Context: an optimization exercise on an open-source flow, tuned for small area, a short achievable clock period and few clock cycles. The choices shown serve that exercise and are no tape-out recipe.
Where RTL was checked, it was by simulation tests only, not by an equivalence proof against the original.
No functional check of the RTL was part of run 1.
Power is estimated from default activity; no workload was simulated.

**flow/flow/run.sh**
```bash
#!/bin/bash
# The standard layout, except that the clock tree is built from clkbuf_8 cells and
# without dummy load cells. Each tool's output goes to the ORFS logs under orfs/logs/; the
# make output goes to standard.log here.
set -euo pipefail
export CTS_ARGS="-sink_clustering_enable -repair_clock_nets -dont_use_dummy_load -buf_list sky130_fd_sc_hd__clkbuf_4"
bash standard.sh > standard.log 2>&1
```
**flow/standard.sh**
```bash
#!/bin/bash
# synth_recipe.tcl (not shown) runs the flow's synth.tcl, then flattens the netlist and writes it again
# the make line also repeats each setting of config.mk as NAME=value (left out here)
make -C /OpenROAD-flow-scripts/flow DESIGN_CONFIG=/design/flow/config.mk WORK_HOME=/design/flow/orfs CLKGATE_MAP_FILE= SYNTH_SCRIPT=/design/flow/synth_recipe.tcl "${@:-finish}"
```
**flow/config.mk**
```make
export PLATFORM = sky130hd
export DESIGN_NAME = lex_combination_generator_top
export DESIGN_NICKNAME = lex_combination_generator_top
export VERILOG_FILES = /design/flow/design.v
export SDC_FILE = /design/flow/constraint.sdc
export NUM_CORES = 4
export LEC_CHECK = 0
export CAP_MARGIN = 20
export CORE_MARGIN = 2
export CORE_UTILIZATION = 55
export SETUP_SLACK_MARGIN = 2.7
export SLEW_MARGIN = 20
```
**flow/constraint.sdc**
```tcl
create_clock -name core_clock -period 6.0 [get_ports {clk}]
set_input_delay 1.2000 -clock core_clock [delete_from_list [all_inputs] [get_ports {clk}]]
set_output_delay 1.2000 -clock core_clock [all_outputs]
set_load 0.01 [all_outputs]
```
**flow/design.v**
```verilog
package lcg_pkg;
	localparam int REG_W = 5;
	localparam int VAL_W = 32;
	localparam int POS_W = 4;
	localparam int NPOS  = 16;
endpackage
module lcg_cell (
	input  logic [15:0] s,
	input  logic [3:0]  p,
	input  logic [3:0]  h,
	input  logic [3:0]  top,      
	output logic [15:0] nxt,
	output logic        has_next,  
	output logic        at_top,
	output logic [3:0]  p_nxt,
	output logic [3:0]  h_nxt
);
	logic [15:0] below, above, le, q;
	logic        q_any;
	logic [3:0]  qhi;
	always_comb begin
		for (int i = 0; i < 16; i++) begin
			below[i] = 4'(i) < p;
			above[i] = 4'(i) > p;
			le[i]    = 4'(i) <= h;
		end
		q   = s & below;
		nxt = q | (above & le);
		q_any = |q;
		qhi = '0;
		for (int i = 0; i < 16; i++) if (q[i]) qhi = 4'(i);
		at_top   = h == top;
		has_next = !(at_top && !q_any);
		p_nxt    = at_top ? qhi : h;
		h_nxt    = at_top ? (h + 4'd1 - p) : (h + 4'd1);
	end
endmodule
module lcg_ram (
	input  logic        clk,
	input  logic        arst_n,
	input  logic        we,       
	input  logic        ws,
	input  logic [31:0] wdata,
	output logic [3:0]  ph,
	input  logic [15:0] rsel,
	output logic [31:0] rdata
);
	logic [31:0] ring_q [16];
	logic [3:0]  ph_q;
	assign ph = ph_q;
	always_ff @(posedge clk or negedge arst_n) begin
		if (!arst_n) ph_q <= '0;
		else         ph_q <= ph_q + 4'd1;
	end
	always_ff @(posedge clk) begin
		for (int s = 0; s < 16; s++) begin
			if (s == 0 && we && !ws)      ring_q[s] <= wdata;
			else if (s == 8 && we && ws)  ring_q[s] <= wdata;
			else                          ring_q[s] <= ring_q[(s + 1) % 16];
		end
	end
	always_comb begin
		rdata = '0;
		for (int s = 0; s < 16; s++) rdata = rdata | (ring_q[s] & {32{rsel[s]}});
	end
endmodule
module lex_combination_generator_top
#(
	parameter int MAX_LIST   = 16,
	parameter int MAX_CHOOSE = 16
) (
	input  logic               clk,
	input  logic               arst_n,
	input  logic               psel,
	input  logic               penable,
	input  logic               pwrite,
	input  logic [2:0]         paddr,
	input  logic [31:0]        pwdata,
	output logic [31:0]        prdata,
	output logic               pready,
	input  logic               in_valid,
	output logic               in_stall,
	input  logic               command,
	input  logic [3:0]         load_index,
	input  logic signed [31:0] load_value,
	output logic               out_valid,
	input  logic               out_stall,
	output logic signed [31:0] elem_value,
	output logic [3:0]         elem_position,
	output logic               found,
	output logic               empty_comb,
	output logic               last
);
	logic [4:0]  n_q, k_q;
	logic [4:0]  n_eff, k_eff, wk_eff;
	logic [3:0]  n_top;
	logic [15:0] kth, wr_kth;
	logic        k_gt_n, k_zero, k_eq_n;
	logic        started_q, exh_q, has_q, fix_q;
	logic        busy_q, jsp_q, jf_q;
	logic [15:0] jm_q, nm_q;
	logic [3:0]  p_q, h_q;
	logic        ov_q, shown_q;
	logic [15:0] sel_q;
	logic [3:0]  pos_q;
	logic        fnd_q, emp_q, last_q;
	logic        cfg_wr, acc_ld, acc_nx, ol, normal, jm_ge2, spec_f, emit_n;
	logic        ld_ok, busy_d, ov_d;
	logic [3:0]  wd;
	logic [15:0] low, rest, succ;
	logic        succ_has, succ_top;
	logic [3:0]  succ_p, succ_h;
	logic [31:0] rd_val;
	logic [3:0]  rd_pos, ph, slot;
	assign n_eff  = (n_q > 5'd16) ? 5'd16 : n_q;
	assign k_eff  = (k_q > 5'd16) ? 5'd16 : k_q;
	assign wk_eff = (pwdata[4:0] > 5'd16) ? 5'd16 : pwdata[4:0];
	assign n_top  = 4'(n_eff - 5'd1);
	assign k_gt_n = k_eff > n_eff;
	assign k_eq_n = k_eff == n_eff;
	assign k_zero = k_q == 5'd0;
	always_comb begin
		for (int i = 0; i < 16; i++) begin
			kth[i]    = 5'(i) < k_q;
			wr_kth[i] = 5'(i) < pwdata[4:0];
		end
	end
	assign pready = 1'b1;
	assign prdata = {27'd0, paddr[2] ? k_q : n_q};
	assign cfg_wr = psel & penable & pwrite;
	assign wd     = load_index - ph - 4'd1;
	assign ld_ok  = (wd[2:0] == 3'd0) & ~(ov_q & (wd[3] ? sel_q[9] : sel_q[1]));
	assign in_stall = busy_q | (~command & ~ld_ok);
	assign acc_ld = in_valid & ~command & ~busy_q & ld_ok;
	assign acc_nx = in_valid & command & ~busy_q;
	assign ol     = ~ov_q | ~out_stall;
	assign normal = ~exh_q & (started_q | (~k_gt_n & ~k_zero));
	assign spec_f = ~exh_q & ~started_q & k_zero;
	always_comb begin
		logic seen;
		seen = 1'b0;
		for (int i = 0; i < 16; i++) begin
			low[i] = jm_q[i] & ~seen;
			seen   = seen | jm_q[i];
		end
	end
	assign rest   = jm_q & ~low;
	assign jm_ge2 = |rest;
	always_comb begin
		rd_pos = '0;
		for (int i = 0; i < 16; i++) if (low[i]) rd_pos = rd_pos | 4'(i);
	end
	lcg_cell u_succ (
		.s        (jm_q),
		.p        (p_q),
		.h        (h_q),
		.top      (n_top),
		.nxt      (succ),
		.has_next (succ_has),
		.at_top   (succ_top),
		.p_nxt    (succ_p),
		.h_nxt    (succ_h)
	);
	lcg_ram u_list (
		.clk    (clk),
		.arst_n (arst_n),
		.we     (acc_ld),
		.ws     (wd[3]),
		.wdata  (load_value),
		.ph     (ph),
		.rsel   (sel_q),
		.rdata  (rd_val)
	);
	assign slot   = rd_pos + ~ph;
	assign emit_n = busy_q ? ~jsp_q : (acc_nx & normal);
	assign ov_d = ol ? (busy_q | acc_nx) : ov_q;
	always_comb begin
		busy_d = busy_q;
		if (busy_q) begin
			if (ol && (jsp_q || !jm_ge2)) busy_d = 1'b0;
		end else if (acc_nx) begin
			busy_d = normal ? (~ol | jm_ge2) : ~ol;
		end
	end
	always_ff @(posedge clk or negedge arst_n) begin
		if (!arst_n) begin
			ov_q    <= 1'b0;
			busy_q  <= 1'b0;
		end else begin
			ov_q    <= ov_d;
			busy_q  <= busy_d;
		end
	end
	always_ff @(posedge clk) begin
		if (ol) begin
			sel_q   <= emit_n ? (16'd1 << slot) : 16'd0;
			shown_q <= emit_n;
			pos_q   <= emit_n ? rd_pos : 4'd0;
			fnd_q   <= emit_n | (busy_q ? jf_q : spec_f);
			emp_q   <= ~emit_n & (busy_q ? jf_q : spec_f);
			last_q  <= ~emit_n | ~jm_ge2;
		end else begin
			sel_q <= {sel_q[0], sel_q[15:1]};
		end
	end
	always_ff @(posedge clk or negedge arst_n) begin
		if (!arst_n) begin
			n_q       <= '0;
			k_q       <= '0;
			started_q <= 1'b0;
			exh_q     <= 1'b0;
			jsp_q     <= 1'b0;
			fix_q     <= 1'b0;
		end else begin
			fix_q <= 1'b0;
			if (cfg_wr) begin
				if (paddr[2]) k_q <= pwdata[4:0];
				else          n_q <= pwdata[4:0];
				started_q <= 1'b0;
				exh_q     <= 1'b0;
			end
			if (busy_q) begin
				if (ol && jsp_q) jsp_q <= 1'b0;
			end else if (acc_ld) begin
				started_q <= 1'b0;
				exh_q     <= 1'b0;
			end else if (acc_nx) begin
				started_q <= 1'b1;
				exh_q     <= ~normal | (started_q ? ~has_q : k_eq_n);
				if (normal) begin
					fix_q <= succ_top;
				end else begin
					jsp_q <= ~ol;
				end
			end
		end
	end
	always_ff @(posedge clk) begin
		if (!busy_q && acc_nx) begin
			jf_q  <= spec_f;
			nm_q  <= succ;
			has_q <= succ_has;
		end
		if (cfg_wr) begin
			jm_q <= paddr[2] ? wr_kth : kth;
		end else if (busy_q) begin
			if (ol && !jsp_q) jm_q <= jm_ge2 ? rest : nm_q;
		end else if (acc_ld) begin
			jm_q <= kth;
		end else if (acc_nx && normal && ol) begin
			jm_q <= jm_ge2 ? rest : {jm_q[14:0], 1'b0};
		end
		if (cfg_wr) begin
			p_q <= 4'(paddr[2] ? wk_eff - 5'd1 : k_eff - 5'd1);
			h_q <= 4'(paddr[2] ? wk_eff : k_eff);
		end else if (!busy_q && acc_ld) begin
			p_q <= 4'(k_eff - 5'd1);
			h_q <= 4'(k_eff);
		end else if (!busy_q && acc_nx && normal) begin
			p_q <= succ_p;
			h_q <= succ_h;
		end else if (fix_q) begin
			h_q <= h_q + p_q;
		end
	end
	assign out_valid     = ov_q;
	assign elem_value    = rd_val;
	assign elem_position = pos_q;
	assign found         = fnd_q;
	assign empty_comb    = emp_q;
	assign last          = last_q;
endmodule
```
==> results of run 1 <==
==> cells in the mapped netlist (all sizes together) (20+ instances only) <==
| library cell | number | share of area, % |
|---|---|---|
| nor2 | 43 | 0.83 |
| dfxtp | 528 | 53 |
| inv | 22 | 0.41 |
| clkbuf | 116 | 2.2 |
| ha | 23 | 1.4 |
| dfrtp | 20 | 2.5 |
| a21oi | 43 | 1.1 |
| edfxtp | 49 | 7.3 |
| nand4 | 39 | 1.2 |
| mux2 | 78 | 4.4 |
| nand3 | 27 | 0.67 |
| o21ai | 74 | 1.8 |
| nand2 | 83 | 1.5 |
| a31oi | 21 | 0.65 |
| a22o | 130 | 5.7 |
| buf | 39 | 1.4 |
| a221oi | 131 | 5.7 |
==> power breakdown <==
group	internal (mW)	leakage (nW)	switching, mW	total [mW]
logic	0.586	4.73	0.706	1.29
registers	4.12	4.97	0.160	4.28
clock network	1.14	0.690	1.40	2.53
==> flip-flops by register name, summed over array words and instances, names as in the netlist, 4 cells and up <==
name,flops
h_q,4
jm_q,16
k_q,5
n_q,5
nm_q,16
p_q,4
pos_q,4
sel_q,16
u_list.ph_q,4
u_list.ring_q,512
==> what timing repair did <==
item / 4_1_cts / 5_1_grt
endpoints found under the setup margin: 137 / 72
cloned: 12 / 5
pin swaps: 48 / 74
resized for setup: 327 / 81
setup buffers: 100 / 64
==> layer usage <==
layer,part of all wire (%),vias up
met5,0.021,-
met4,5.1,2
met3,7.2,181
met2,47,782
met1,41,7647
li1,-,6942
==> area by class of cell <==
type	count	share of cell area [%]
Antenna cell	1	0.009797
Clock buffer	150	4.409
Inverter	23	0.3576
Multi-Input combinational cell	937	30.79
Sequential cell	597	49.38
Tap cell	468	2.292
Timing Repair Buffer	290	12.77
==> worst reg2reg max path, stage by stage, from the launching register on <==
cell and delay (ns):
dfrtp_4 0.60, nor2b_1 0.37, ha_1 0.31, nor2b_1 0.13, o21ai_0 0.43, a21boi_2 0.18, a2bb2oi_4 0.21, nor2_2 0.32
or2_4 0.35
==> stage by stage <==
stage	util, %	instances	power, mW	hold WS [ns]
2_1_floorplan	-	1712	4.791	0.3311
3_3_place_gp	58.71	2133	5.100	0.3329
3_5_place_dp	58.76	2134	5.109	0.3354
4_1_cts	67.51	2396	7.964	0.2774
5_1_grt	70.45	2466	8.411	0.2789
6_report	70.45	2466	8.105	0.2706
==> how the worst min path moves through the flow <==
stage	endpoint	slack (ns)
after floorplan	u_list.ring_q[15][10]	0.33
after global placement	u_list.ring_q[10][10]	0.33
after detailed placement	u_list.ring_q[4][8]	0.34
after CTS	u_list.ring_q[15][14]	0.28
after global routing	u_list.ring_q[15][14]	0.28
final	u_list.ring_q[15][14]	0.27
==> kinds of logic (layout without fill, tap and decap cells) <==
kind of cell | after synthesis | count (layout) | share of synthesized area (%)
compound gates | 494 | 494 | 18.76
xor+xnor | 24 | 24 | 1.046
fa+ha+maj | 30 | 30 | 1.980
buf+inv | 178 | 463 | 4.021
flops | 597 | 597 | 62.40
mux | 86 | 86 | 4.768
other cells | 2 | 29 | 0.03736
simple gates | 275 | 275 | 6.990
==> impl_metrics.tcl, run 1 <==
set metrics [dict create \
    layout_commonest_cell "dfxtp_1" \
    min_path_cells 0 \
    slowest_delay_ns 0.29 \
    ant_nets 0 \
    wl_um 65920 \
    startpoint "load_index[2]" \
    clk_path_buf_depth 3 \
    first_global_vias 15570 \
    core_um2 36260 \
    num_io_pins 153 \
    nNetsFinal 2105 \
    drv_cap 0 \
    dr.pass1.iters 6 \
    cp_max_fo 3 \
    antenna_found_initial 2 \
    path_buf_inv 2 \
    grt_usage_pct 33.21 \
    hold_class "flip-flop to flip-flop" \
    setup_viol 0 \
    status "finished clean" \
    cp.depth 8 \
    clockRootBuffer "clkbuf_4" \
    dp_slack_ns 1.216 \
    cts_sinks 597 \
    grt_overflow 0 \
    routedWlPerCell_um 26.73 \
    worstSetupPathType "primary input to output port" \
    placed_area_um2 21310 \
    synth.distinct_cells 80 \
    grt_max_degree 33 \
    top_usage_layer "met2" \
    cts.clk_slew.worst_paths_ns 0.06 \
    dpl.hpwl_um 32170 \
    cp_cell_sequence "buf_2 -> ha_4 -> a21oi_4 -> a21o_1 -> a21o_1 -> and3_4 -> o21bai_4 -> buf_6" \
    syn_avg_cell_area_um2 11.92 \
    relSlewSlack_pct 37.59 \
    gp_congestion 0.9036 \
    path_common_cell "a21o_1" \
    p_per_area_nw_per_um2 317.3 \
    irDropWorstVdd_v 0.0001800 \
    hp-start "u_list.ring_q[0][14]" \
    grt_pass1_wl_um 94290 \
    period_needed_ns 3.671 \
    insertion_delay_ns 0.82 \
    yosysSeqAreaShare_pct 62.40 \
    io_buffers 95 \
    cp_top_family "compound AO/OA/AOI/OAI gates" \
    cts_hold_buf 0 \
    final_area_um2 25540 \
    die_x_um 195.2 \
    fin_crit_sh_pct 61.19 \
    r2r-end "jm_q[5]" \
    slew_violations 0 \
    ff_latch_area_um2 12610 \
    syn-instance-count 1686 \
    h-tree-depth 4 \
    reg2reg_from "k_q[4]" \
    layout_common_cells "dfxtp_1, clkbuf_4, a22o_1" \
    grt_use_met2_pct 54.39 \
    die_y_um 195.2 \
    endpoint "in_stall" \
    fmax_mhz 272.4 \
    rr_worst_depth 8 \
    critPathLaunchType "primary input" \
    start_util_pct 55.43 \
    vias 15550 \
    leakagePower_nw 10.39 \
    grt_setup_unrepaired "yes" \
    cts_tree "yes" \
    crit_required_ns 4.80 \
    rows 70 \
    layout-drive-gt1-share_pct 32.05 \
    skew_ns 0.09002 \
    vias_per_cell 6.307 \
    globalRouteMet1Util_pct 41.18 \
    hold_viol_final 0 \
    drt-initial-drc-count 1532 \
    fillers 2611 \
    multi_input_area_um2 7864 \
    arrival_ns 2.47 \
    async_flop_share_pct 3.350 \
    synth_edf_count 49 \
    worst_slew_pin_slew_ns 0.9356 \
    cts_made_buffers 150 \
    setup-tns-final_ns 0 \
    grtUsageMet3_pct 7.945 \
    worst_path_max_delay_cell "ha_4" \
    syn_to_final_growth_pct 27.08 \
    synth_top_flop_cell "dfxtp_1" \
    reg2reg_slack_ns 2.74 \
    netlist_area_um2 20100 \
    synth-seq-cells 597 \
    drc_errors 0 \
    crit_path_end_kind "output port" \
    yosys_warnings 4 \
    die_area_um2 38090 \
    setup_ws_ns 2.329 \
]
==> run 2, diff against run 1 <==
--- a/flow/design.v
+++ b/flow/design.v
@@ -50,5 +50,5 @@
 	assign ph = ph_q;
 	always_ff @(posedge clk or negedge arst_n) begin
-		if (!arst_n) ph_q <= '0;
+		if (!arst_n) ph_q <= 4'd1;
 		else         ph_q <= ph_q + 4'd1;
 	end
@@ -129,6 +129,6 @@
 	assign prdata = {27'd0, paddr[2] ? k_q : n_q};
 	assign cfg_wr = psel & penable & pwrite;
-	assign wd     = load_index - ph - 4'd1;
-	assign ld_ok  = (wd[2:0] == 3'd0) & ~(ov_q & (wd[3] ? sel_q[9] : sel_q[1]));
+	assign wd     = {load_index[3] ^ ph[3], 3'd0};
+	assign ld_ok  = (load_index[2:0] == ph[2:0]) & ~(ov_q & (wd[3] ? sel_q[9] : sel_q[1]));
 	assign in_stall = busy_q | (~command & ~ld_ok);
 	assign acc_ld = in_valid & ~command & ~busy_q & ld_ok;
@@ -172,5 +172,5 @@
 		.rdata  (rd_val)
 	);
-	assign slot   = rd_pos + ~ph;
+	assign slot   = rd_pos - ph;
 	assign emit_n = busy_q ? ~jsp_q : (acc_nx & normal);
 	assign ov_d = ol ? (busy_q | acc_nx) : ov_q;
--- a/flow/flow/run.sh
+++ b/flow/flow/run.sh
@@ -4,4 +4,4 @@
 # make output goes to standard.log here.
 set -euo pipefail
-export CTS_ARGS="-sink_clustering_enable -repair_clock_nets -dont_use_dummy_load -buf_list sky130_fd_sc_hd__clkbuf_4"
+export CTS_ARGS="-sink_clustering_enable -repair_clock_nets -dont_use_dummy_load -buf_list sky130_fd_sc_hd__clkbuf_8"
 bash standard.sh > standard.log 2>&1
==> run 2 against run 1 <==
Still clean; wire length fell by 11%; flip-flop and latch count did not move; sequential share of layout area rose by 3.1 points; cell count fell by 7.1%; critical path depth fell by 1; highest routed layer is now met4.
==> impl_metrics.tcl, run 2 <==
set metrics [dict create \
    status "finished clean" \
    h-tree-depth 3 \
    die_y_um 194.3 \
    crit_path_end_kind "output port" \
    largest-register "u_list.ring_q" \
    wl_um 58650 \
    whs_ns 0.3268 \
    antennaDiodeCount 0 \
    synth.distinct_cells 78 \
    fin_crit_sh_pct 57.02 \
    rr_worst_depth 8 \
    fmax_mhz 292.3 \
    syn_to_final_growth_pct 20.66 \
    nNetsFinal 1934 \
    largest_register_ffs 512 \
    die_x_um 194.3 \
    insertion_delay_ns 0.65 \
    hold_viol_final 0 \
    yosysSeqAreaShare_pct 62.96 \
    hold_class "flip-flop to flip-flop" \
    final_area_um2 24040 \
    netlist_area_um2 19920 \
    vias 14430 \
    drt-initial-drc-count 1099 \
    start_util_pct 55.87 \
    placed_area_um2 20950 \
    cts_sinks 597 \
    synth_edf_count 49 \
    grt_setup_unrepaired "yes" \
    cts_hold_buf 0 \
    slew_violations 0 \
    core_um2 35660 \
    grt_max_degree 50 \
    dr.pass1.iters 23 \
    setup-tns-final_ns 0 \
    yosysTopAreaCellShare_pct 53.06 \
    drv_cap 0 \
    grt_overflow 0 \
    cts_tree "yes" \
    dp_cells 2087 \
    cp_max_fo 2 \
    gp_congestion 0.8721 \
    synth-seq-cells 597 \
    layout_common_cells "dfxtp_1, a22o_1, clkbuf_8" \
    worstSetupPathType "primary input to output port" \
    num_io_pins 153 \
    layout-drive-gt1-share_pct 23.99 \
    yosysMostFrequentCell "dfxtp_1" \
    cts.clk_slew.worst_paths_ns 0.06 \
    synth_common_cells "dfxtp_1, a22o_1, a221oi_1, clkbuf_1, mux2_2" \
    worst_slew_pin_slew_ns 0.9431 \
    io_buffers 95 \
    synth_top_flop_cell "dfxtp_1" \
    syn-instance-count 1645 \
    drc_errors 0 \
    crit_required_ns 4.80 \
    p_per_area_nw_per_um2 333.0 \
    leakagePower_nw 9.648 \
    min_path_cells 0 \
    grt_usage_pct 30.61 \
    irDropWorstVdd_v 0.0001908 \
    vias_per_cell 6.299 \
    ant_nets 0 \
    skew_ns 0.04566 \
    first_global_vias 14280 \
    relSlewSlack_pct 36.93 \
    routedWlPerCell_um 25.60 \
    critPathLaunchType "primary input" \
    ys_top_cells_by_area "dfxtp_1, edfxtp_1, a22o_1, a221oi_1, mux2_2" \
    instances_no_fill 2291 \
    final_util_pct 67.41 \
    arrival_ns 2.22 \
    die_area_um2 37760 \
    yosys_warnings 4 \
    clk_path_buf_depth 3 \
    rows 69 \
    period_needed_ns 3.421 \
    setup_viol 0 \
    dpl.hpwl_um 30260 \
    layout_commonest_cell "dfxtp_1" \
    cts_made_buffers 91 \
    synth_area_leader_cell "dfxtp_1" \
    grt_pass1_wl_um 87370 \
    clockRootBuffer "clkbuf_8" \
    syn_avg_cell_area_um2 12.11 \
    async_flop_share_pct 3.350 \
    antenna_found_initial 0 \
]
-- run 2: per-layer routing --
layer / wire length, µm / up-vias / global-route usage, %
li1: - / 6490 / -
met1: 25740 / 7193 / 42.33
met2: 27040 / 621 / 49.40
met3: 4322 / 127 / 5.431
met4: 1547 / 0 / 9.117
met5: 0 / - / 0
-- run 2: worst paths after layout --
kind,endpoint,slack [ns],start
min in group asynchronous,n_q[1],1.11,arst_n
hold / removal,u_list.ring_q[14][24],0.33,u_list.ring_q[15][24]
max in group asynchronous,k_q[2],4.26,arst_n
setup reg to reg,jm_q[0],2.82,jm_q[0]
setup / recovery,in_stall,2.58,load_index[3]
hold reg to reg,u_list.ring_q[14][24],0.33,u_list.ring_q[15][24]
-- run 2: kinds of logic (layout without fill, tap and decap cells) --
| kind of cell | Yosys count | after routing | share of synthesized area, % |
|---|---|---|---|
| other | 2 | 28 | 0.03770 |
| multiplexers | 84 | 84 | 4.723 |
| buffers and inverters | 177 | 336 | 4.032 |
| AND/OR/NAND/NOR | 259 | 259 | 6.840 |
| XOR/XNOR | 22 | 22 | 0.9672 |
| flip-flops | 597 | 597 | 62.96 |
| AO/OA/AOI/OAI | 478 | 478 | 18.72 |
| adder cells (fa/ha/maj) | 26 | 26 | 1.715 |
-- run 2: layout make-up --
| type | count | area (µm²) |
|---|---|---|
| sequential | 597 | 12610 |
| fill | 2712 | 11620 |
| multi-input combinational | 897 | 7187 |
| timing repair buffer | 221 | 2323 |
| clock buffer | 91 | 1252 |
| tap | 461 | 576.8 |
| inverter | 24 | 90.09 |
-- run 2: power by group --
group / internal (mW) / switching (mW)
logic: 0.453 / 0.551
registers: 4.13 / 0.152
clock network: 1.33 / 1.38
total: 5.92 / 2.09
-- run 2: repair_timing --
item                       in CTS  in global routing
gates resized for setup       202                 77
setup endpoints to repair     121                112
cloned                          6                  0
pin swaps                      17                 24
setup buffers                  83                 24
-- run 2: worst max-delay path: stages --
cell	delay, ns
buf_8	0.10
xor2_4	0.16
mux2i_2	0.25
nor2_1	0.08
nor4_2	0.17
o21ai_1	0.10
buf_2	0.16
-- run 2: through the flow --
step	total power, mW	setup WS (ns)
floorplan	4.764	2.714
global placement	5.036	1.604
detailed placement	5.044	1.564
CTS	7.946	2.549
global route	8.266	2.454
finish	8.004	2.579
Testbench counts of run 2, summed over its fixed seeds: cycles 17,050.
==> run 3, diff against run 2 <==
--- a/flow/design.v
+++ b/flow/design.v
@@ -130,5 +130,5 @@
 	assign cfg_wr = psel & penable & pwrite;
 	assign wd     = {load_index[3] ^ ph[3], 3'd0};
-	assign ld_ok  = (load_index[2:0] == ph[2:0]) & ~(ov_q & (wd[3] ? sel_q[9] : sel_q[1]));
+	assign ld_ok  = (load_index[2:0] == ph[2:0]) & ~(ov_q & (sel_q[9] | sel_q[1]));
 	assign in_stall = busy_q | (~command & ~ld_ok);
 	assign acc_ld = in_valid & ~command & ~busy_q & ld_ok;
--- a/flow/config.mk
+++ b/flow/config.mk
@@ -6,7 +6,8 @@
 export NUM_CORES = 4
 export LEC_CHECK = 0
+export ABC_AREA = 1
 export CAP_MARGIN = 20
 export CORE_MARGIN = 2
 export CORE_UTILIZATION = 55
-export SETUP_SLACK_MARGIN = 2.7
+export SETUP_SLACK_MARGIN = 2.75
 export SLEW_MARGIN = 20
==> run 3 against run 2 <==
Critical path type is now flip-flop to output port; flip-flop and latch count unchanged; synthesized cell count is 29% higher; critical endpoint is now elem_value[31]; cell count grew 22%.
==> impl_metrics.tcl, run 3 <==
set metrics [dict create \
    status "finished clean" \
    drt-initial-drc-count 1183 \
    yosysSeqAreaShare_pct 62.26 \
    cts_tree "yes" \
    reg2reg_slack_ns 2.92 \
    antennaDiodeCount 0 \
    layout-drive-gt1-share_pct 16.90 \
    die_area_um2 38180 \
    worstSetupPathType "flip-flop to output port" \
    drc_errors 0 \
    skew_ns 0.05584 \
    h-tree-depth 3 \
    synth_edf_count 49 \
    die_x_um 195.4 \
    path_buf_inv 2 \
    yosys_warnings 4 \
    synth_area_leader_cell "dfxtp_1" \
    cp_max_fo 5 \
    critPathLaunchType "flip-flop" \
    period_needed_ns 3.400 \
    p_per_area_nw_per_um2 326.8 \
    slew_violations 0 \
    dr.pass1.iters 5 \
    gp_congestion 0.9352 \
    cp_cell_sequence "buf_12 -> nand2_2 -> nand4_1 -> a21oi_2 -> nand4_1 -> a21oi_2 -> nand4_1 -> a21oi_2 -> nand4_1 -> buf_2" \
    hold_class "flip-flop to flip-flop" \
    relSlewSlack_pct 26.77 \
    syn_to_final_growth_pct 20.04 \
    vias 15570 \
    leakagePower_nw 10.37 \
    setup_viol 0 \
    nNetsFinal 2423 \
    whs_ns 0.3157 \
    pwr-share-clk_pct 34.2 \
    synth_common_cells "nand2_1, dfxtp_1, o21ai_0, inv_1, nand3_1" \
    dp_slack_ns 2.088 \
    layout_commonest_cell "nand2_1" \
    ant_nets 0 \
    slowest_delay_ns 0.39 \
    io_buffers 95 \
    yosysMostFrequentCell "nand2_1" \
    cp_top_family "simple AND/OR/NAND/NOR gates" \
    drv_cap 0 \
    grt_overflow 0 \
    cts_hold_buf 0 \
    antenna_found_initial 0 \
    cts.clk_slew.worst_paths_ns 0.06 \
    rows 70 \
    fmax_mhz 294.1 \
    dpl.hpwl_um 31120 \
    hold_viol_final 0 \
    netlist_area_um2 20150 \
    setup-tns-final_ns 0 \
    crit_required_ns 4.80 \
    syn-instance-count 2124 \
    grt_pass1_wl_um 87400 \
    start_util_pct 55.43 \
    worst_slew_pin_slew_ns 1.098 \
    vias_per_cell 5.587 \
    crit_path_end_kind "output port" \
    intPower_mw 5.837 \
    die_y_um 195.4 \
    syn_avg_cell_area_um2 9.485 \
    largest_register_ffs 512 \
    largest-register "u_list.ring_q" \
    num_io_pins 153 \
    clk_path_buf_depth 3 \
    p_switching_mw 2.066 \
    path_common_cell "nand4_1" \
    combPwrFrac_pct 12.3 \
    irDropWorstVdd_v 0.0002262 \
    routedWlPerCell_um 20.61 \
    synth.distinct_cells 56 \
    cts_made_buffers 91 \
    grt_max_degree 48 \
    grt_setup_unrepaired "yes" \
    wl_um 57450 \
    p_total_mw 7.902 \
    worst_path_max_delay_cell "dfxtp_4" \
    final_area_um2 24180 \
    ys_top_cells_by_area "dfxtp_1, nand2_1, edfxtp_1, o21ai_0, a221oi_1" \
    grt_usage_pct 29.94 \
    async_flop_share_pct 3.350 \
    yosysTopAreaCellShare_pct 52.47 \
    clockRootBuffer "clkbuf_8" \
    p_sw_share_pct 26.14 \
    cts_sinks 597 \
    setup_ws_ns 2.600 \
    synth-seq-cells 597 \
    fin_crit_sh_pct 56.67 \
    placed_area_um2 21270 \
    insertion_delay_ns 0.66 \
    first_global_vias 15370 \
    layout_common_cells "nand2_1, dfxtp_1, o21ai_0" \
    synth_top_flop_cell "dfxtp_1" \
    arrival_ns 2.20 \
    p_seq_share_pct 53.5 \
    core_um2 36350 \
]
==> run 3: cells by family (layout without fill, tap and decap cells) <==
| group | count (synthesis) | in the layout | share of synthesized area [%] |
|---|---|---|---|
| flops | 597 | 597 | 62.26 |
| compound gates | 366 | 366 | 11.64 |
| buf+inv | 257 | 426 | 5.552 |
| fa+ha+maj | 23 | 23 | 1.540 |
| other cells | 2 | 28 | 0.03728 |
| xor+xnor | 19 | 19 | 0.8260 |
| simple gates | 859 | 859 | 18.09 |
| mux | 1 | 1 | 0.04969 |
==> run 3: timing repair <==
action / CTS / global route
endpoints found under the setup margin: 98 / 81
gates resized for setup: 221 / 101
cloned: 1 / 1
buffers inserted: 68 / 23
pin swaps: 30 / 45
==> run 3: power by group through the flow <==
stage	clock network (mW)	logic (mW)	registers (mW)
2_1_floorplan	0	0.457	4.24
3_3_place_gp	0	0.535	4.43
3_5_place_dp	0	0.539	4.43
4_1_cts	2.74	0.874	4.23
5_1_grt	2.91	1.04	4.23
6_report	2.71	0.971	4.22
==> run 3: through the flow <==
step           cells  util, %
2_1_floorplan   2150        -
3_3_place_gp    2603    58.53
3_5_place_dp    2603    58.53
4_1_cts         2763    64.99
5_1_grt         2787    66.53
6_report        2787    66.53
==> run 3: per-layer routing <==
layer  up-vias  wire length, µm  track usage [%]
li1       7411                -                -
met1      7507            25620            40.54
met2       532            26810            48.70
met3       122             3233            4.801
met4         0             1785            11.05
met5         -                0                0
==> run 3: layout make-up <==
type,instances,area (µm²)
Fill cell,3010,12170
Timing Repair Buffer,196,2067
Tap cell,468,585.6
Clock buffer,91,1252
Inverter,139,529.3
Sequential cell,597,12610
Multi-Input combinational cell,1296,7142
==> run 3: worst reg2reg max path: stages (launching register included) <==
cell	delay (ns)
edfxtp_1	0.45
inv_1	0.11
nand4_1	0.17
nor2_4	0.23
nand3_2	0.16
nor3_2	0.21
nor2_1	0.14
nand2_1	0.09
ha_1	0.25
a21oi_1	0.14
o21ai_1	0.09
xor2_1	0.15
or2_2	0.31
nand2_2	0.17
inv_2	0.12
o21ai_0	0.22
==> run 3: path summary, 6_finish.rpt <==
| kind | start | to | depth (start not counted) |
|---|---|---|---|
| worst max-delay path | sel_q[2] | elem_value[31] | 10 |
| worst min register to register | u_list.ring_q[11][15] | u_list.ring_q[10][15] | 0 |
| min in group asynchronous | arst_n | u_list.ph_q[3] | 2 |
| worst min-delay path | u_list.ring_q[11][15] | u_list.ring_q[10][15] | 0 |
| max in group asynchronous | arst_n | u_list.ph_q[0] | 2 |
| worst max register to register | jm_q[4] | sel_q[2] | 15 |
Testbench counts of run 3, summed over its fixed seeds: cycles 17,050.
==> run 4, diff against run 3 <==
--- a/flow/config.mk
+++ b/flow/config.mk
@@ -6,5 +6,4 @@
 export NUM_CORES = 4
 export LEC_CHECK = 0
-export ABC_AREA = 1
 export CAP_MARGIN = 20
 export CORE_MARGIN = 2
==> run 4 against run 3 <==
Maximum frequency rose by 3.0%; largest cell class unchanged; synthesized cell count is 22% lower; clock skew rose by 0.0061 ns; non-clock buffer count increased by 67; sequential power increased by 1%.
==> impl_metrics.tcl, run 4 <==
set metrics [dict create \
    status "finished clean" \
    hold_class "flip-flop to flip-flop" \
    grt_pass1_wl_um 89870 \
    netlist_area_um2 19940 \
    fin_crit_sh_pct 55.05 \
    setup_viol 0 \
    antenna_found_initial 0 \
    cts_hold_buf 0 \
    p_total_mw 8.007 \
    worstSetupPathType "flip-flop to output port" \
    syn-instance-count 1659 \
    start_util_pct 55.93 \
    grt_overflow 0 \
    synth_top_flop_cell "dfxtp_1" \
    worst_slew_pin_slew_ns 0.9854 \
    die_x_um 194.4 \
    h-tree-depth 3 \
    final_area_um2 24590 \
    slowest_delay_ns 0.37 \
    synth_common_cells "dfxtp_1, a221oi_1, a22o_1, clkbuf_1, mux2_2" \
    cts_made_buffers 89 \
    slew_violations 0 \
    drt-initial-drc-count 1527 \
    gp_congestion 0.9359 \
    path_common_cell "buf_6" \
    cts_tree "yes" \
    clk_path_buf_depth 3 \
    yosysTopAreaCellShare_pct 53.01 \
    vias 15030 \
    insertion_delay_ns 0.66 \
    relSlewSlack_pct 34.10 \
    layout-drive-gt1-share_pct 26.94 \
    period_needed_ns 3.303 \
    irDropWorstVdd_v 0.0001737 \
    die_y_um 194.4 \
    largest_register_ffs 512 \
    num_io_pins 153 \
    first_global_vias 14540 \
    grt_setup_unrepaired "yes" \
    routedWlPerCell_um 26.65 \
    ant_nets 0 \
    synth_area_leader_cell "dfxtp_1" \
    cp_cell_sequence "buf_6 -> buf_6 -> a22o_1 -> a221oi_2 -> nand4_1 -> buf_2" \
    final_util_pct 68.98 \
    grt_max_degree 33 \
    worst_path_max_delay_cell "dfxtp_4" \
    vias_per_cell 6.401 \
    cp_max_fo 5 \
    syn_to_final_growth_pct 23.33 \
    critPathLaunchType "flip-flop" \
    io_buffers 95 \
    syn_avg_cell_area_um2 12.02 \
    clockRootBuffer "clkbuf_8" \
    setup-tns-final_ns 0 \
    synth.distinct_cells 74 \
    largest-register "u_list.ring_q" \
    nNetsFinal 1990 \
    placed_area_um2 20940 \
    yosysMostFrequentCell "dfxtp_1" \
    fmax_mhz 302.8 \
    layout_commonest_cell "dfxtp_1" \
    crit_required_ns 4.80 \
    crit_path_end_kind "output port" \
    skew_ns 0.06197 \
    synth_edf_count 49 \
    yosys_warnings 4 \
    whs_ns 0.3223 \
    drc_errors 0 \
    synth-seq-cells 597 \
    cts_sinks 597 \
    wl_um 62590 \
    leakagePower_nw 9.933 \
    async_flop_share_pct 3.350 \
    dr.pass1.iters 25 \
    dpl.hpwl_um 31060 \
    arrival_ns 2.10 \
    die_area_um2 37800 \
    hold_viol_final 0 \
    p_per_area_nw_per_um2 325.6 \
    grt_usage_pct 31.66 \
    drv_cap 0 \
    ys_top_cells_by_area "dfxtp_1, edfxtp_1, a221oi_1, a22o_1, mux2_2" \
    core_um2 35660 \
    yosysSeqAreaShare_pct 62.90 \
    layout_common_cells "dfxtp_1, a22o_1, buf_4" \
    rows 69 \
    cts.clk_slew.worst_paths_ns 0.07 \
]
run 4: area by class of cell:
type	count	area, µm²
clock buffer	89	1225
multi-input combinational	905	7347
fill	2597	11060
inverter	32	120.1
antenna	1	2.502
tap	461	576.8
timing repair buffer	263	2716
sequential	597	12610
run 4: report_power, final:
| part | switching, mW | internal [mW] |
|---|---|---|
| sequential | 0.161 | 4.12 |
| clock | 1.36 | 1.31 |
| combinational | 0.596 | 0.466 |
run 4: stage by stage:
| step | setup WS, ns | std cells |
|---|---|---|
| floorplan | 2.752 | 1685 |
| global placement | 1.640 | 2097 |
| detailed placement | 1.601 | 2097 |
| CTS | 2.609 | 2283 |
| global route | 2.617 | 2347 |
| finish | 2.697 | 2348 |
run 4: worst paths after layout:
check                                 startpoint                     to  slack, ns  cells past startpoint
max in group asynchronous                 arst_n                 k_q[3]       4.19                      1
hold reg to reg            u_list.ring_q[13][27]  u_list.ring_q[12][27]       0.32                      0
setup reg to reg                        jm_q[10]               sel_q[5]       2.78                     10
setup / recovery                        sel_q[1]          elem_value[5]       2.70                      6
min in group asynchronous                 arst_n                  jsp_q       1.14                      1
hold / removal             u_list.ring_q[13][27]  u_list.ring_q[12][27]       0.32                      0
run 4: what timing repair did:
| action | CTS | global route |
|---|---|---|
| buffers inserted | 96 | 64 |
| resized for setup | 133 | 152 |
| pin swaps | 10 | 33 |
| gates cloned | 1 | 0 |
| endpoints found under the setup margin | 83 | 86 |
| hold endpoints to repair | 0 | 0 |
run 4: routing by layer:
metal | vias to the layer above | routed length (µm) | track usage [%]
li1 | 6643 | - | -
met2 | 781 | 27900 | 48.19
met3 | 150 | 4696 | 4.650
met4 | 0 | 2135 | 13.36
met5 | - | 0 | 0
met1 | 7455 | 27850 | 45.29
run 4: cell families (layout without fill, tap and decap cells):
family,after synthesis,count (layout),synth area share (%)
and+or+nand+nor,260,260,6.582
DFF,597,597,62.90
muxes,82,82,4.599
buffers and inverters,183,384,4.122
AOI/OAI and AO/OA,486,486,19.06
xor gates and xnor gates,25,25,1.098
adders and majority gates,24,24,1.606
other,2,29,0.03766
run 4: worst max-delay path, delay by kind of cell (launching register included):
family | cells | cell delay (ns)
compound gates | 2 | 0.38
buf+inv | 3 | 0.49
flops | 1 | 0.37
simple gates | 1 | 0.25
==> run 5, diff against run 4 <==
==> flow/flow/run.sh (replaced) <==
#!/bin/bash
# The standard layout, except that the clock tree is built from clkbuf_8 cells and
# without dummy load cells, and the ports are buffered with buf_1 cells. Each tool's output
# goes to the ORFS logs under orfs/logs/; the make output goes to standard.log here.
set -euo pipefail
export CTS_ARGS="-sink_clustering_enable -repair_clock_nets -dont_use_dummy_load -buf_list sky130_fd_sc_hd__clkbuf_8"
export BUFFER_PORTS_ARGS="-buffer_cell sky130_fd_sc_hd__buf_1"
bash standard.sh > standard.log 2>&1
--- a/flow/config.mk
+++ b/flow/config.mk
@@ -9,4 +9,4 @@
 export CORE_MARGIN = 2
 export CORE_UTILIZATION = 55
-export SETUP_SLACK_MARGIN = 2.75
+export SETUP_SLACK_MARGIN = 2.8
 export SLEW_MARGIN = 20
==> run 5 against run 4 <==
Still clean on timing, DRC and antenna; combinational power fell by 6%; power grew 0.44%; cell count shrank 1.4%; critical path type unchanged; critical endpoint is now elem_value[21]; largest power group unchanged.
==> impl_metrics.tcl, run 5 <==
set metrics [dict create \
    crit_required_ns 4.80 \
    antenna_found_initial 1 \
    vias 15080 \
    cts_made_buffers 93 \
    die_area_um2 37800 \
    hold_class "flip-flop to flip-flop" \
    arrival_ns 2.01 \
    clockRootBuffer "clkbuf_8" \
    p_total_mw 8.043 \
    wl_um 63430 \
    syn_to_final_growth_pct 20.50 \
    yosysSeqAreaShare_pct 62.90 \
    grt_overflow 0 \
    reg2reg_from "jm_q[5]" \
    h-tree-depth 3 \
    leakagePower_nw 9.573 \
    first_global_vias 14510 \
    ff_latch_area_um2 12610 \
    worstSetupPathType "flip-flop to output port" \
    dpl.hpwl_um 31560 \
    grt_max_degree 33 \
    dr.pass1.iters 21 \
    largest-register "u_list.ring_q" \
    layout-drive-gt1-share_pct 25.84 \
    synth-seq-cells 597 \
    r2r-end "jm_q[5]" \
    synth_top_flop_cell "dfxtp_1" \
    skew_ns 0.07245 \
    setup-tns-final_ns 0 \
    nNetsFinal 1958 \
    hold-path-endpoint "u_list.ring_q[6][11]" \
    die_y_um 194.4 \
    largest_register_ffs 512 \
    async_flop_share_pct 3.350 \
    slew_violations 0 \
    setup_viol 0 \
    worst_path_max_delay_cell "dfxtp_4" \
    vias_per_cell 6.511 \
    cts_hold_buf 0 \
    reg2reg_slack_ns 2.83 \
    clk_path_buf_depth 3 \
    cts.clk_slew.worst_paths_ns 0.06 \
    drv_cap 0 \
    crit_path_end_kind "output port" \
    fmax_mhz 311.8 \
    netlist_area_um2 19940 \
    io_buffers 95 \
    ant_nets 0 \
    drc_errors 0 \
    hold_viol_final 0 \
    hp-start "u_list.ring_q[7][11]" \
    period_needed_ns 3.207 \
    irDropWorstVdd_v 0.0001803 \
    layout_common_cells "dfxtp_1, a22o_1, clkbuf_8" \
    ys_top_cells_by_area "dfxtp_1, edfxtp_1, a221oi_1, a22o_1, mux2_2" \
    cp_cell_sequence "buf_6 -> buf_12 -> a221oi_1 -> nand4_1 -> clkbuf_2" \
    core_um2 35660 \
    layout_commonest_cell "dfxtp_1" \
    grt_usage_pct 31.68 \
    synth_area_leader_cell "dfxtp_1" \
    routedWlPerCell_um 27.39 \
    status "finished clean" \
    grt_setup_unrepaired "yes" \
    min_path_cells 0 \
    critPathLaunchType "flip-flop" \
    cts_tree "yes" \
    cp_max_fo 8 \
    p_per_area_nw_per_um2 334.7 \
    synth_edf_count 49 \
    start_util_pct 55.93 \
    worst_slew_pin_slew_ns 0.8896 \
    multi_input_area_um2 7430 \
    cts_sinks 597 \
    insertion_delay_ns 0.66 \
    yosys_warnings 4 \
    syn_avg_cell_area_um2 12.02 \
    rows 69 \
    synth.distinct_cells 74 \
    relSlewSlack_pct 40.42 \
    num_io_pins 153 \
    fillers 2700 \
    synth_common_cells "dfxtp_1, a221oi_1, a22o_1, clkbuf_1, mux2_2" \
    slowest_delay_ns 0.41 \
    drt-initial-drc-count 1601 \
    yosysTopAreaCellShare_pct 53.01 \
    die_x_um 194.4 \
    rr_worst_depth 7 \
    gp_congestion 0.9382 \
    grt_pass1_wl_um 89700 \
    yosysMostFrequentCell "dfxtp_1" \
    syn-instance-count 1659 \
    fin_crit_sh_pct 53.46 \
]
## run 5: routing by layer
layer	up-vias	share of wire (%)	track usage, %
met2	807	44	47.86
met5	-	0.025	0
met4	2	3.9	12.45
met1	7510	43	44.46
met3	175	8.4	6.993
li1	6586	-	-
## run 5: cells by family (layout without fill, tap and decap cells)
logic type | count (synthesis) | in the layout | synth area share, %
AND/OR/NAND/NOR | 260 | 260 | 6.582
buffers and inverters | 183 | 352 | 4.122
adder cells (fa/ha/maj) | 24 | 24 | 1.606
flip-flops | 597 | 597 | 62.90
multiplexers | 82 | 82 | 4.599
XOR/XNOR | 25 | 25 | 1.098
AO/OA/AOI/OAI | 486 | 486 | 19.06
other | 2 | 29 | 0.03766
## run 5: timing repair
action                                  CTS  global route
setup buffers                            71            43
pin swaps                                10            39
resized for setup                        75           123
endpoints found under the setup margin   89            82
gates cloned                              4             4
## run 5: layout make-up
cell class                 count  share of cell area, %
multi-input combinational    905                  30.92
inverter                      32                 0.4998
tap                          461                  2.400
timing repair buffer         227                  8.388
antenna                        1                0.01041
clock buffer                  93                  5.326
sequential                   597                  52.46
## run 5: through the flow
| step | setup slack (ns) | hold slack, ns | cell area (µm²) | instances | util, % |
|---|---|---|---|---|---|
| 6_report | 2.793 | 0.3149 | 24030 | 2316 | 67.40 |
| 5_1_grt | 2.714 | 0.3034 | 24030 | 2315 | 67.39 |
| 4_1_cts | 2.769 | 0.2934 | 22910 | 2268 | 64.25 |
| 3_5_place_dp | 1.862 | 0.3365 | 20370 | 2100 | 57.13 |
| 3_3_place_gp | 1.914 | 0.3333 | 20370 | 2100 | 57.13 |
| 2_1_floorplan | 2.832 | 0.3311 | 20070 | 1685 | - |
## run 5: worst max-delay path by stage
stage,startpoint,cells past startpoint,endpoint
after floorplan,paddr[2],4,prdata[2]
after global placement,k_q[4],8,jm_q[8]
after detailed placement,k_q[4],8,jm_q[6]
after CTS,sel_q[9],5,elem_value[29]
after global routing,sel_q[0],5,elem_value[22]
final,sel_q[0],5,elem_value[21]
## run 5: report_power, final
part	internal, mW	total (mW)	leakage, nW	switching (mW)
Combinational	0.414	1.00	3.93	0.591
Clock	1.36	2.75	0.669	1.39
Sequential	4.12	4.29	4.98	0.171
Total	5.89	8.04	9.57	2.15
## run 5: worst max-delay path, delay by kind of cell, from the launching register on
kind	cells	cell delay (ns)
flip-flops	1	0.41
AO/OA/AOI/OAI	1	0.30
AND/OR/NAND/NOR	1	0.17
buffers and inverters	3	0.47
==> run 6, diff against run 5 <==
==> flow/flow/run.sh (replaced) <==
#!/bin/bash
# The standard layout, except that the clock tree is built from clkbuf_8 cells and
# without dummy load cells, and the ports are buffered with buf_2 cells. Each tool's output
# goes to the ORFS logs under orfs/logs/; the make output goes to standard.log here.
set -euo pipefail
export CTS_ARGS="-sink_clustering_enable -repair_clock_nets -dont_use_dummy_load -buf_list sky130_fd_sc_hd__clkbuf_8"
export BUFFER_PORTS_ARGS="-buffer_cell sky130_fd_sc_hd__buf_2"
bash standard.sh > standard.log 2>&1
--- a/flow/config.mk
+++ b/flow/config.mk
@@ -9,4 +9,4 @@
 export CORE_MARGIN = 2
 export CORE_UTILIZATION = 55
-export SETUP_SLACK_MARGIN = 2.8
+export SETUP_SLACK_MARGIN = 2.85
 export SLEW_MARGIN = 20
==> run 6 against run 5 <==
Still clean on timing, DRC and antenna; count of clock-buffer cells in the layout stayed put; largest cell class unchanged; critical endpoint is now elem_value[11]; maximum frequency decreased by 0.39%; die area unchanged.
==> impl_metrics.tcl, run 6 <==
set metrics [dict create \
    p_sw_share_pct 26.57 \
    clockRootBuffer "clkbuf_8" \
    synth_common_cells "dfxtp_1, a221oi_1, a22o_1, clkbuf_1, mux2_2" \
    syn_avg_cell_area_um2 12.02 \
    p_switching_mw 2.136 \
    yosysSeqAreaShare_pct 62.90 \
    setup_viol 0 \
    rows 69 \
    routedWlPerCell_um 26.82 \
    netlist_area_um2 19940 \
    cp_cell_sequence "clkbuf_16 -> a22o_1 -> a221oi_2 -> nand4_1 -> buf_2" \
    arrival_ns 2.02 \
    worstSetupPathType "flip-flop to output port" \
    grt_setup_unrepaired "yes" \
    wl_um 62700 \
    cts.clk_slew.worst_paths_ns 0.06 \
    start_util_pct 55.93 \
    layout_commonest_cell "dfxtp_1" \
    largest_register_ffs 512 \
    cts_tree "yes" \
    p_per_area_nw_per_um2 330.3 \
    intPower_mw 5.903 \
    io_buffers 95 \
    vias 14820 \
    layout-drive-gt1-share_pct 30.54 \
    die_area_um2 37800 \
    cts_made_buffers 93 \
    crit_required_ns 4.80 \
    first_global_vias 14620 \
    grt_pass1_wl_um 89780 \
    clk_path_buf_depth 3 \
    gp_congestion 0.9265 \
    synth_edf_count 49 \
    grt_usage_pct 31.83 \
    fin_crit_sh_pct 53.66 \
    yosys_warnings 4 \
    cp_max_fo 9 \
    syn_to_final_growth_pct 22.07 \
    largest-register "u_list.ring_q" \
    combPwrFrac_pct 12.5 \
    num_io_pins 153 \
    slew_violations 0 \
    crit_path_end_kind "output port" \
    skew_ns 0.04168 \
    cts_sinks 597 \
    period_needed_ns 3.220 \
    synth_top_flop_cell "dfxtp_1" \
    layout_common_cells "dfxtp_1, a22o_1, buf_4" \
    irDropWorstVdd_v 0.0002486 \
    dr.pass1.iters 21 \
    setup_ws_ns 2.780 \
    fillers 2621 \
    grt_max_degree 33 \
    critPathLaunchType "flip-flop" \
    worst_slew_pin_slew_ns 0.9106 \
    nNetsFinal 1980 \
    cts_hold_buf 0 \
    synth.distinct_cells 74 \
    relSlewSlack_pct 39.01 \
    dp_slack_ns 1.884 \
    grt_overflow 0 \
    async_flop_share_pct 3.350 \
    ant_nets 0 \
    synth_area_leader_cell "dfxtp_1" \
    hold_viol_final 0 \
    worst_path_max_delay_cell "dfxtp_4" \
    drt-initial-drc-count 1370 \
    vias_per_cell 6.339 \
    status "finished clean" \
    die_x_um 194.4 \
    setup-tns-final_ns 0 \
    leakagePower_nw 9.904 \
    drv_cap 0 \
    die_y_um 194.4 \
    fmax_mhz 310.6 \
    p_seq_share_pct 53.3 \
    dpl.hpwl_um 31220 \
    core_um2 35660 \
    insertion_delay_ns 0.65 \
    synth-seq-cells 597 \
    h-tree-depth 3 \
    yosysMostFrequentCell "dfxtp_1" \
    ys_top_cells_by_area "dfxtp_1, edfxtp_1, a221oi_1, a22o_1, mux2_2" \
    yosysTopAreaCellShare_pct 53.01 \
    hold_class "flip-flop to flip-flop" \
    syn-instance-count 1659 \
    antenna_found_initial 1 \
    slowest_delay_ns 0.40 \
    pwr-share-clk_pct 34.3 \
    drc_errors 0 \
]
run 6: layer usage:
layer	GRT usage, %	up-vias	wire, µm
li1	-	6628	-
met4	13.68	0	2261
met1	44.32	7286	27390
met5	0	-	0
met2	47.84	742	27990
met3	7.184	164	5068
run 6: area by class of cell:
type	instances	area [µm²]	share of cell area, %
Sequential cell	597	12600	51.78
Tap cell	461	576.8	2.370
Antenna cell	1	2.502	0.01028
Clock buffer	93	1280	5.258
Multi-Input combinational cell	905	7473	30.70
Timing Repair Buffer	249	2286	9.391
Inverter	32	120.1	0.4934
run 6: stage by stage:
step / util (%) / instance area (µm²) / hold slack (ns) / instances / power (mW)
final: 68.27 / 24340 / 0.3298 / 2338 / 8.039
after global routing: 68.26 / 24340 / 0.3316 / 2337 / 8.296
after global placement: 57.42 / 20470 / 0.3330 / 2098 / 4.998
after detailed placement: 57.42 / 20470 / 0.3367 / 2098 / 4.999
after CTS: 64.83 / 23110 / 0.3232 / 2276 / 7.907
after floorplan: - / 20070 / 0.3311 / 1685 / 4.761
run 6: power groups by stage:
stage	Combinational, mW	Clock (mW)	Sequential (mW)
CTS	0.845	2.78	4.28
global placement	0.541	0	4.46
floorplan	0.525	0	4.24
detailed placement	0.542	0	4.46
global route	1.06	2.95	4.29
finish	1.00	2.75	4.28
run 6: final timing paths:
check | startpoint | to | slack [ns] | depth (start not counted)
worst max-delay path | sel_q[9] | elem_value[11] | 2.78 | 5
worst min-delay path | u_list.ring_q[4][13] | u_list.ring_q[3][13] | 0.33 | 0
worst max register to register | jm_q[0] | jm_q[6] | 2.84 | 7
worst min register to register | u_list.ring_q[4][13] | u_list.ring_q[3][13] | 0.33 | 0
max in group asynchronous | arst_n | k_q[4] | 5.11 | 1
min in group asynchronous | arst_n | n_q[1] | 0.51 | 1
run 6: cells by family (layout without fill, tap and decap cells):
family,count (synthesis),after routing,share of synthesized area [%]
adders and majority gates,24,24,1.606
xor gates and xnor gates,25,25,1.098
and+or+nand+nor,260,260,6.582
DFF,597,597,62.90
AOI/OAI and AO/OA,486,486,19.06
muxes,82,82,4.599
other,2,29,0.03766
buffers and inverters,183,374,4.122
run 6: critical path, delay by kind of cell (launching register included):
family	cells	cell delay, ns
buffers and inverters	2	0.37
AO/OA/AOI/OAI	2	0.47
AND/OR/NAND/NOR	1	0.13
flip-flops	1	0.40
run 6: what timing repair did:
action                     CTS  global route
setup endpoints to repair   72            80
gates cloned                 2             5
gates resized for setup     78           113
setup buffers               83            55
pin swaps                   12            44
==> run 7, diff against run 6 <==
--- a/flow/config.mk
+++ b/flow/config.mk
@@ -9,4 +9,4 @@
 export CORE_MARGIN = 2
 export CORE_UTILIZATION = 55
-export SETUP_SLACK_MARGIN = 2.85
+export SETUP_SLACK_MARGIN = 2.65
 export SLEW_MARGIN = 20
==> run 7 against run 6 <==
Core utilization shrank 5.3 points; clock power fell by 2%; non-clock buffer count is 101 lower; still clean; setup slack lost 0.060 ns; critical endpoint is now in_stall; count of clock-buffer cells in the layout is 1 lower; hold slack lost 0.014 ns; first-iteration DRC count is 20% lower; power shrank 3.2%; combinational power shrank 24%; largest cell class unchanged; wire length fell by 9.5%; maximum frequency shrank 1.8%; via count down 4.2%.
==> impl_metrics.tcl, run 7 <==
set metrics [dict create \
    status "finished clean" \
    synth_edf_count 49 \
    core_um2 35660 \
    wl_um 56750 \
    dpl.hpwl_um 31780 \
    cts.clk_slew.worst_paths_ns 0.06 \
    die_x_um 194.4 \
    yosysSeqAreaShare_pct 62.90 \
    gp_congestion 0.9887 \
    irDropWorstVdd_v 0.0002071 \
    insertion_delay_ns 0.66 \
    grt_max_degree 34 \
    crit_required_ns 4.80 \
    antenna_found_initial 1 \
    die_area_um2 37800 \
    nNetsFinal 1878 \
    num_io_pins 153 \
    relSlewSlack_pct 29.22 \
    arrival_ns 2.08 \
    syn_avg_cell_area_um2 12.02 \
    syn_to_final_growth_pct 12.59 \
    grt_pass1_wl_um 82870 \
    whs_ns 0.3162 \
    netlist_area_um2 19940 \
    drv_cap 0 \
    dp_slack_ns 1.827 \
    syn-instance-count 1659 \
    period_needed_ns 3.280 \
    cts_sinks 597 \
    hold_viol_final 0 \
    ys_top_cells_by_area "dfxtp_1, edfxtp_1, a221oi_1, a22o_1, mux2_2" \
    hold_class "flip-flop to flip-flop" \
    final_util_pct 62.97 \
    combPwrFrac_pct 9.8 \
    antennaDiodeCount 0 \
    io_buffers 95 \
    cts_made_buffers 92 \
    clockRootBuffer "clkbuf_8" \
    synth_area_leader_cell "dfxtp_1" \
    synth_common_cells "dfxtp_1, a221oi_1, a22o_1, clkbuf_1, mux2_2" \
    setup_viol 0 \
    p_switching_mw 2.007 \
    leakagePower_nw 8.986 \
    slew_violations 0 \
    yosysMostFrequentCell "dfxtp_1" \
    die_y_um 194.4 \
    skew_ns 0.05787 \
    async_flop_share_pct 3.350 \
    layout_commonest_cell "dfxtp_1" \
    yosysTopAreaCellShare_pct 53.01 \
    routedWlPerCell_um 25.39 \
    worstSetupPathType "primary input to output port" \
    grt_setup_unrepaired "yes" \
    cts_hold_buf 0 \
    critPathLaunchType "primary input" \
    first_global_vias 14200 \
    setup-tns-final_ns 0 \
    drt-initial-drc-count 1093 \
    start_util_pct 55.93 \
    synth.distinct_cells 74 \
    h-tree-depth 3 \
    rows 69 \
    yosys_warnings 4 \
    intPower_mw 5.772 \
    setup_ws_ns 2.720 \
    layout-drive-gt1-share_pct 21.08 \
    drc_errors 0 \
    grt_overflow 0 \
    pwr-share-clk_pct 34.7 \
    crit_path_end_kind "output port" \
    largest-register "u_list.ring_q" \
    synth_top_flop_cell "dfxtp_1" \
    largest_register_ffs 512 \
    cp_max_fo 7 \
    fillers 2932 \
    p_sw_share_pct 25.80 \
    worst_slew_pin_slew_ns 1.059 \
    fin_crit_sh_pct 54.66 \
    p_seq_share_pct 55.5 \
    fmax_mhz 304.9 \
    p_per_area_nw_per_um2 346.5 \
    cts_tree "yes" \
    ant_nets 0 \
    layout_common_cells "dfxtp_1, a22o_1, a221oi_1" \
    grt_usage_pct 28.56 \
    dr.pass1.iters 21 \
    clk_path_buf_depth 3 \
    synth-seq-cells 597 \
    vias 14190 \
    vias_per_cell 6.350 \
]
[run 7: cell counts after synthesis]
No cell type changed its count.
[run 7: worst paths after layout]
| check | start | end | slack (ns) | depth (start not counted) |
|---|---|---|---|---|
| max | load_index[0] | in_stall | 2.72 | 5 |
| min reg2reg | u_list.ring_q[14][25] | u_list.ring_q[13][25] | 0.32 | 0 |
| min | u_list.ring_q[14][25] | u_list.ring_q[13][25] | 0.32 | 0 |
| max reg2reg | jm_q[8] | sel_q[7] | 2.74 | 14 |
| min in group asynchronous | arst_n | n_q[0] | 0.55 | 1 |
| max in group asynchronous | arst_n | k_q[4] | 5.04 | 1 |
[run 7: layer usage]
metal | routed length [µm] | global-route usage (%)
met4 | 1745 | 10.80
met5 | 11 | 0
met1 | 25010 | 39.09
met2 | 25540 | 44.98
met3 | 4449 | 5.726
[run 7: layout make-up]
| type | instances | area [µm²] | share of cell area, % |
|---|---|---|---|
| flip-flops and latches | 597 | 12600 | 56.12 |
| multi-input cells | 905 | 6825 | 30.40 |
| clock buffers | 92 | 1266 | 5.640 |
| repair buffers | 148 | 1062 | 4.731 |
| well taps | 461 | 576.8 | 2.569 |
| inverters | 32 | 120.1 | 0.5350 |
[run 7: critical path, stage by stage]
cell     delay (ns)
buf_2          0.13
xnor2_1        0.14
and4_4         0.33
o21ai_0        0.11
buf_2          0.16
[run 7: cells by family after synthesis]
| group | synth area share [%] |
|---|---|
| xor gates and xnor gates | 1.098 |
| AOI/OAI and AO/OA | 19.06 |
| and+or+nand+nor | 6.582 |
| muxes | 4.599 |
| DFF | 62.90 |
| other | 0.03766 |
| adders and majority gates | 1.606 |
| buffers and inverters | 4.122 |
[run 7: what timing repair did]
| action | 4_1_cts | 5_1_grt |
|---|---|---|
| pin swaps | 1 | 7 |
| gates cloned | 0 | 0 |
| endpoints found under the setup margin | 66 | 48 |
| gates resized for setup | 33 | 24 |
| setup buffers | 5 | 38 |
[run 7: stage by stage]
stage          std cells  power (mW)  cell area (µm²)
2_1_floorplan       1685       4.760            20050
3_3_place_gp        2100       5.003            20490
3_5_place_dp        2100       5.011            20490
4_1_cts             2197       7.716            21920
5_1_grt             2235       8.075            22450
6_report            2235       7.780            22450
[run 7: power by group through the flow]
stage               Clock (mW)  Combinational (mW)  Sequential, mW
floorplan                    0               0.524            4.24
global placement             0               0.555            4.45
detailed placement           0               0.560            4.45
CTS                       2.76               0.596            4.36
global route              2.92               0.826            4.32
finish                    2.70               0.763            4.32
==> run 8, diff against run 7 <==
--- a/flow/config.mk
+++ b/flow/config.mk
@@ -9,4 +9,4 @@
 export CORE_MARGIN = 2
 export CORE_UTILIZATION = 55
-export SETUP_SLACK_MARGIN = 2.65
+export SETUP_SLACK_MARGIN = 2.58
 export SLEW_MARGIN = 20
==> run 8 against run 7 <==
First-iteration DRC count grew 4.8%; sequential power increased by 1%; wire length fell by 1.4%; synthesized cell count is the same; clock skew grew 0.0047 ns; flip-flop and latch count is the same; critical endpoint is now elem_value[24]; largest cell class unchanged.
==> impl_metrics.tcl, run 8 <==
set metrics [dict create \
    yosysSeqAreaShare_pct 62.90 \
    leakagePower_nw 8.799 \
    setup-tns-final_ns 0 \
    yosysMostFrequentCell "dfxtp_1" \
    arrival_ns 2.22 \
    hold-path-endpoint "u_list.ring_q[4][31]" \
    irDropWorstVdd_v 0.0002152 \
    setup_viol 0 \
    cp_max_fo 33 \
    grt_use_met2_pct 45.51 \
    relSlewSlack_pct 30.13 \
    hold_class "flip-flop to flip-flop" \
    ys_top_cells_by_area "dfxtp_1, edfxtp_1, a221oi_1, a22o_1, mux2_2" \
    cp_cell_sequence "a22o_1 -> a221oi_1 -> nand4_1 -> buf_2" \
    largest-register "u_list.ring_q" \
    p_total_mw 7.719 \
    vias_per_cell 6.374 \
    drv_cap 0 \
    core_um2 35660 \
    grt_usage_pct 28.47 \
    synth-seq-cells 597 \
    final_util_pct 62.02 \
    h-tree-depth 3 \
    dpl.hpwl_um 31630 \
    grt_max_degree 34 \
    dr.pass1.iters 18 \
    crit_path_end_kind "output port" \
    synth_edf_count 49 \
    first_global_vias 14160 \
    yosys_warnings 4 \
    vias 14060 \
    placed_area_um2 20460 \
    fin_crit_sh_pct 56.96 \
    async_flop_share_pct 3.350 \
    nNetsFinal 1847 \
    gp_congestion 0.9316 \
    grtUsageMet3_pct 6.108 \
    p_per_area_nw_per_um2 349.1 \
    start_util_pct 55.93 \
    grt_setup_unrepaired "yes" \
    die_area_um2 37800 \
    netlist_area_um2 19940 \
    yosysTopAreaCellShare_pct 53.01 \
    reg2reg_from "jm_q[1]" \
    cts_sinks 597 \
    synth.distinct_cells 74 \
    period_needed_ns 3.418 \
    skew_ns 0.06259 \
    num_io_pins 153 \
    dp_cells 2096 \
    r2r-end "sel_q[9]" \
    globalRouteMet1Util_pct 37.97 \
    synth_area_leader_cell "dfxtp_1" \
    min_path_cells 0 \
    rows 69 \
    rr_worst_depth 10 \
    insertion_delay_ns 0.65 \
    whs_ns 0.3209 \
    routedWlPerCell_um 25.38 \
    reg2reg_slack_ns 2.64 \
    hp-start "u_list.ring_q[5][31]" \
    grt_overflow 0 \
    crit_required_ns 4.80 \
    slew_violations 0 \
    largest_register_ffs 512 \
    worst_slew_pin_slew_ns 1.048 \
    cts_made_buffers 92 \
    final_area_um2 22110 \
    worstSetupPathType "flip-flop to output port" \
    status "finished clean" \
    fillers 2969 \
    die_y_um 194.4 \
    synth_common_cells "dfxtp_1, a221oi_1, a22o_1, clkbuf_1, mux2_2" \
    syn-instance-count 1659 \
    drt-initial-drc-count 1145 \
    slowest_delay_ns 0.54 \
    layout_common_cells "dfxtp_1, a221oi_1, a22o_1" \
    critPathLaunchType "flip-flop" \
    syn_avg_cell_area_um2 12.02 \
    ant_nets 0 \
    drc_errors 0 \
    die_x_um 194.4 \
    synth_top_flop_cell "dfxtp_1" \
    syn_to_final_growth_pct 10.89 \
    cts_hold_buf 0 \
    layout_commonest_cell "dfxtp_1" \
    cts_tree "yes" \
    clockRootBuffer "clkbuf_8" \
    hold_viol_final 0 \
    antenna_found_initial 2 \
    cts.clk_slew.worst_paths_ns 0.06 \
    layout-drive-gt1-share_pct 19.45 \
    top_usage_layer "met2" \
    fmax_mhz 292.6 \
    setup_ws_ns 2.582 \
    grt_pass1_wl_um 82810 \
    instances_no_fill 2205 \
    dp_slack_ns 1.809 \
    worst_path_max_delay_cell "dfxtp_4" \
    wl_um 55960 \
    io_buffers 95 \
    clk_path_buf_depth 3 \
]
## run 8: cell types whose count changed in the layout (fill, tap and decap cells not counted), sizes merged
cell and delta:
buf -31, diode +1
## run 8: cell type report
type,count,area [µm²],area share (%)
antenna,1,2.502,0.01132
clock buffer,92,1266,5.726
inverter,32,120.1,0.5432
multi-input combinational,905,6810,30.80
sequential,597,12600,56.99
tap,461,576.8,2.608
timing repair buffer,117,735.7,3.327
## run 8: logic make-up (layout without fill, tap and decap cells)
group           Yosys count  count (layout)  share of synthesized area [%]
xor+xnor                 25              25                          1.098
flops                   597             597                          62.90
simple gates            260             260                          6.582
other cells               2              29                        0.03766
mux                      82              82                          4.599
compound gates          486             486                          19.06
fa+ha+maj                24              24                          1.606
buf+inv                 183             241                          4.122
## run 8: how the worst max path moves through the flow
stage / startpoint / to / depth (start not counted)
after floorplan: paddr[2] / prdata[2] / 4
after global placement: k_q[4] / jm_q[12] / 8
after detailed placement: k_q[4] / jm_q[8] / 8
after CTS: busy_q / u_list.ring_q[8][7] / 6
after global routing: jm_q[1] / sel_q[1] / 12
final: sel_q[2] / elem_value[24] / 4
## run 8: worst max-delay path: cells and delay by family, from the launching register on
| family | cells | cell delay [ns] |
|---|---|---|
| AO/OA/AOI/OAI | 2 | 0.56 |
| buffers and inverters | 1 | 0.21 |
| flip-flops | 1 | 0.54 |
| AND/OR/NAND/NOR | 1 | 0.23 |
## run 8: metal layers
metal / vias up / wire length [µm]
li1: 6344 / -
met1: 6922 / 24340
met2: 652 / 25360
met3: 135 / 4526
met4: 2 / 1724
met5: - / 13
## run 8: report_power, final
part           switching (mW)  internal, mW
Combinational           0.381         0.252
Sequential              0.250          4.12
Clock                    1.37          1.35
## run 8: timing repair
action                                  4_1_cts  5_1_grt
cloned                                        0        0
gates resized for setup                      27       11
buffers inserted                              0       16
endpoints found under the setup margin       64       55

## separate check: timing with driven ports
The results above use ideal ports. As a check the final layouts listed here were re-extracted and re-timed, cells and wires unchanged.
Step 1 sets driving cells, clkbuf_16 on the clock port and buf_2 on the other inputs (assumed; they add their load-dependent delay and slew).
Step 2 times the ports against the registers' clock, not the clock port: input delays grow and output delays shrink by t, the midpoint of the rising clock arrivals with the driver on.
Three values: ideal ports, drivers, drivers and shift; two values: the first two.
run | t, ns | setup WS [ns] | slew at the worst register clock pin (ns) | pins driven straight from the clock port
run 1 | 0.825 | 2.329 / 2.308 / 1.953 | 0.07 / 0.07 | 1
run 2 | 0.681 | 2.579 / 2.529 / 2.188 | 0.07 / 0.07 | 1
run 3 | 0.681 | 2.600 / 2.548 / 2.246 | 0.07 / 0.07 | 1
run 4 | 0.685 | 2.697 / 2.641 / 2.151 | 0.07 / 0.07 | 1
run 5 | 0.678 | 2.793 / 2.738 / 2.369 | 0.07 / 0.07 | 1
run 6 | 0.687 | 2.780 / 2.723 / 2.243 | 0.07 / 0.07 | 1
run 7 | 0.678 | 2.720 / 2.686 / 2.087 | 0.06 / 0.06 | 1
run 8 | 0.670 | 2.582 / 2.531 / 2.078 | 0.06 / 0.06 | 1
After both steps setup and hold are still met in every run listed. The setup slack of run 7, which loses most, moves by -0.034 ns with the drivers and by -0.633 ns with both steps.
